From an optimization exercise on the open Yosys and OpenROAD flow, aimed at small area; shortcuts taken in it are not production practice. In this exercise RTL edits were held to simulation tests only and were not proved equivalent to the original. Power is estimated from default activity; no workload was simulated.

## zinc
Design exec_controller, start of the top module:
module exec_controller #(
    parameter int OPCODE_WIDTH = 15,
    parameter int PC_WIDTH     = 9,
    parameter int STACK_WIDTH  = 255,
    parameter int STACK_DEPTH  = 127
) (
    input  logic                   clk,
    input  logic                   rst,
    input  logic                   run,
    input  logic [OPCODE_WIDTH:0]  rom_data,
    input  logic [STACK_WIDTH:0]   top0,
    input  logic [STACK_WIDTH:0]   top1,
    output logic                   pc_load_sig,
    output logic                   pc_inc_sig,
    output logic [PC_WIDTH:0]      pc_load_val,
    output logic                   stack_push_sig,
    output logic [STACK_WIDTH:0]   stack_push_data,
    output logic [2:0]             stack_pop_sig,
    output logic [7:0]             depth,
    output logic                   halted,
    output logic                   fault
);
Settings: LEC_CHECK=0, CAP_MARGIN=0, CORE_MARGIN=2, CORE_UTILIZATION=25, CTS_BUF_LIST=sky130_fd_sc_hd__clkbuf_2 sky130_fd_sc_hd__clkbuf_4, SETUP_SLACK_MARGIN=0, SLEW_MARGIN=0; clock period 14.0 ns.
standard.sh (not shown) runs the stock make flow with config.mk's settings and CLKGATE_MAP_FILE= SYNTH_SCRIPT=/design/flow/synth_recipe.tcl, a recipe that flattens the netlist after the stock synthesis.
==> flow/flow/run.sh <==
#!/bin/bash
# Standard ORFS layout, with two changes: the port buffers are the smallest plain buffer
# (buf_1) instead of the delay cell buffer_ports picks by default, and after global routing
# non-critical gates are sized down (power/area recovery).
set -euo pipefail
bash standard.sh \
  BUFFER_PORTS_ARGS="-buffer_cell sky130_fd_sc_hd__buf_1" \
  RECOVER_POWER=100 \
  finish > standard.log 2>&1
For juniper, these inputs were changed with respect to zinc:
==> flow/flow/run.sh <==
#!/bin/bash
# Standard ORFS layout, with two changes: Yosys's synth runs without its early generic ABC
# pass (SYNTH_ARGS=-noabc; the full ABC mapping after adder extraction still runs), and the
# port buffers are the smallest plain buffer (buf_1) instead of the delay cell buffer_ports
# picks by default.
set -euo pipefail
bash standard.sh \
  SYNTH_ARGS=-noabc \
  BUFFER_PORTS_ARGS="-buffer_cell sky130_fd_sc_hd__buf_1" \
  finish > standard.log 2>&1
Notes after the runs:
- Timing, DRC, antenna: 0 failures across juniper and zinc
- juniper ends up with a clock network fraction of total power that is 0.3 points higher than in zinc.
- juniper vs zinc: routed wire length down by a little under 10%
- juniper can be clocked faster than zinc.
- Against zinc as the reference, juniper delivers a lower average wire length per cell after detail routing.
- Sort juniper and zinc by fraction of area in multi-input gates, descending, and juniper comes first.
- zinc and juniper ended up with roughly the same clock tree cell share of total cell area.
- For the worst-case headroom to the max-slew limit, juniper came in 12 points higher than zinc did.
diff inputs: juniper => nickel
- setting PLACE_DENSITY to 0.45 for the first time
- changing CAP_MARGIN from 0 to 10
- changing SLEW_MARGIN from 0 to 10
nickel reached the end of the flow, and the finished layout is clean on the timing, design-rule and antenna checks.
Cell area of juniper is on par with nickel.
Status: clock transition at the registers of the reported paths parity (juniper, nickel)
Changes observed in nickel relative to juniper: synthesis-to-layout area growth fell 0.35 points, sequential power flat, final core utilization flat, shortest clock period the worst path allows after layout increased 0.042 ns.
Across both runs, ratio of final minimum period to clock period was higher for nickel than for juniper.
Fill cell instance count of the final layout grows slightly when moving from juniper to nickel.
Here is what was changed in the inputs of pepper compared with nickel.
- PLACE_DENSITY changed from 0.45 to 0.85
The pin count of the biggest net entering global routing in pepper sits about 40% above the value recorded for nickel.
nickel → pepper: detailed-router iteration count before antenna repair has increased; clock latency reported for the late side of the worst-skew pair has remained practically unchanged.
pepper ends up with a total of plain and repair buffers excluding clock buffers that is 15 lower than in nickel.
Between pepper and nickel, the minimum setup slack after placement is higher for nickel.
As far as design area is concerned, nickel and pepper perform about the same.
The lower maximum vdd ir drop came out of nickel.
nickel -> pepper: final wirelength decreased by a few percent
Summary of the comparison: via count is higher in pepper, relative to nickel.
pepper vs nickel, global-route usage over all layers went down by 1.1 points.

--- another note on this design; it stands on its own ---

==> 03-01: inputs <==
Design exec_controller, start of the top module:
module exec_controller #(
    parameter int OPCODE_WIDTH = 15,
    parameter int PC_WIDTH     = 9,
    parameter int STACK_WIDTH  = 255,
    parameter int STACK_DEPTH  = 127
) (
    input  logic                   clk,
    input  logic                   rst,
    input  logic                   run,
    input  logic [OPCODE_WIDTH:0]  rom_data,
    input  logic [STACK_WIDTH:0]   top0,
    input  logic [STACK_WIDTH:0]   top1,
    output logic                   pc_load_sig,
    output logic                   pc_inc_sig,
    output logic [PC_WIDTH:0]      pc_load_val,
    output logic                   stack_push_sig,
    output logic [STACK_WIDTH:0]   stack_push_data,
    output logic [2:0]             stack_pop_sig,
    output logic [7:0]             depth,
    output logic                   halted,
    output logic                   fault
);
Settings: LEC_CHECK=0, CAP_MARGIN=0, CORE_MARGIN=2, CORE_UTILIZATION=25, CTS_BUF_LIST=sky130_fd_sc_hd__clkbuf_2 sky130_fd_sc_hd__clkbuf_4, SETUP_SLACK_MARGIN=0, SLEW_MARGIN=0; clock period 14.0 ns.
standard.sh (not shown) runs the stock make flow with config.mk's settings and CLKGATE_MAP_FILE= SYNTH_SCRIPT=/design/flow/synth_recipe.tcl, a recipe that flattens the netlist after the stock synthesis.
==> flow/flow/run.sh <==
#!/bin/bash
# Standard ORFS layout, with three changes: Yosys's synth runs without its early generic ABC
# pass (SYNTH_ARGS=-noabc; the full ABC mapping after adder extraction still runs), the port
# buffers are the smallest plain buffer (buf_1) instead of the delay cell buffer_ports picks by
# default, and after global routing non-critical gates are sized down (power/area recovery).
set -euo pipefail
bash standard.sh \
  SYNTH_ARGS=-noabc \
  BUFFER_PORTS_ARGS="-buffer_cell sky130_fd_sc_hd__buf_1" \
  RECOVER_POWER=100 \
  finish > standard.log 2>&1
==> 06-15 (differences from 03-01) <==
==> flow/flow/run.sh (replaced) <==
#!/bin/bash
# Standard ORFS layout, with two changes: Yosys's synth runs without its early generic ABC
# pass (SYNTH_ARGS=-noabc; the full ABC mapping after adder extraction still runs), and the
# port buffers are the smallest plain buffer (buf_1) instead of the delay cell buffer_ports
# picks by default.
set -euo pipefail
bash standard.sh \
  SYNTH_ARGS=-noabc \
  BUFFER_PORTS_ARGS="-buffer_cell sky130_fd_sc_hd__buf_1" \
  finish > standard.log 2>&1
- CAP_MARGIN: 0 -> 10
- CORE_UTILIZATION: 25 -> 30
- SLEW_MARGIN: 0 -> 10
==> summary.txt <==
quantity	03-01	06-15
Result of the run	complete, no violations	stopped before the end
Stage where the flow stopped	-	I/O pin placement
Share of flip-flops with an asynchronous set or reset after synthesis	1.00	1.00
Average cell area after synthesis	8.41 um2	8.41 um2
Horizontal die dimension	240 um	220 um
FP Rows	86	79
Count of flip-flops with a built-in enable after synthesis	0	0
Initial standard-cell utilization of the core	0.253	0.302
Number of register bits inferred by synthesis	11	11
Part of the Yosys area used for sequential elements	0.0197	0.0197
Share of the synthesized netlist area taken by xor and xnor gates	0.0251	0.0251
Top cell type by total area after synthesis	fa_1	fa_1
Post-synth top flop	dfrtp_1	dfrtp_1
Area of the mapped netlist	0.0140 mm2	0.0140 mm2
Vert. Die Dim	240 um	220 um
Adder and majority cell fraction of the synthesized area	0.545	0.545

[re-timing with driven ports]
How much do the figures lean on ideal ports? The routed layouts below were timed once more, with nothing changed but the port constraints.
Step 1 assumes that a clkbuf_16 drives the clock port and a buf_2 every other input.
Step 2 also shifts input and output timing later by t, the mid clock arrival at the registers, as if the neighbouring blocks saw the same clock.
Three values: no drivers, after step 1, after step 2; two values: the first two.
| run | shift t [ns] | slack for setup (ns) | clock arrival spread, ns | worst register clock-pin slew, ns |
|---|---|---|---|---|
| zinc | 0.293 | 0.283 / 0.253 / 0.253 | 0.002 / 0.002 | 0.06 / 0.06 |
| juniper | 0.301 | 0.548 / 0.519 / 0.519 | 0.003 / 0.002 | 0.07 / 0.07 |
| nickel | 0.310 | 0.507 / 0.461 / 0.461 | 0.003 / 0.002 | 0.07 / 0.07 |
| pepper | 0.304 | 0.335 / 0.303 / 0.303 | 0.003 / 0.003 | 0.07 / 0.07 |
| 03-01 | 0.300 | 0.520 / 0.489 / 0.489 | 0.001 / 0.001 | 0.07 / 0.07 |
After both steps setup and hold are still met in every run listed. For nickel, which loses most, drivers alone change the setup slack by -0.046 ns; drivers and shift together by -0.046 ns.
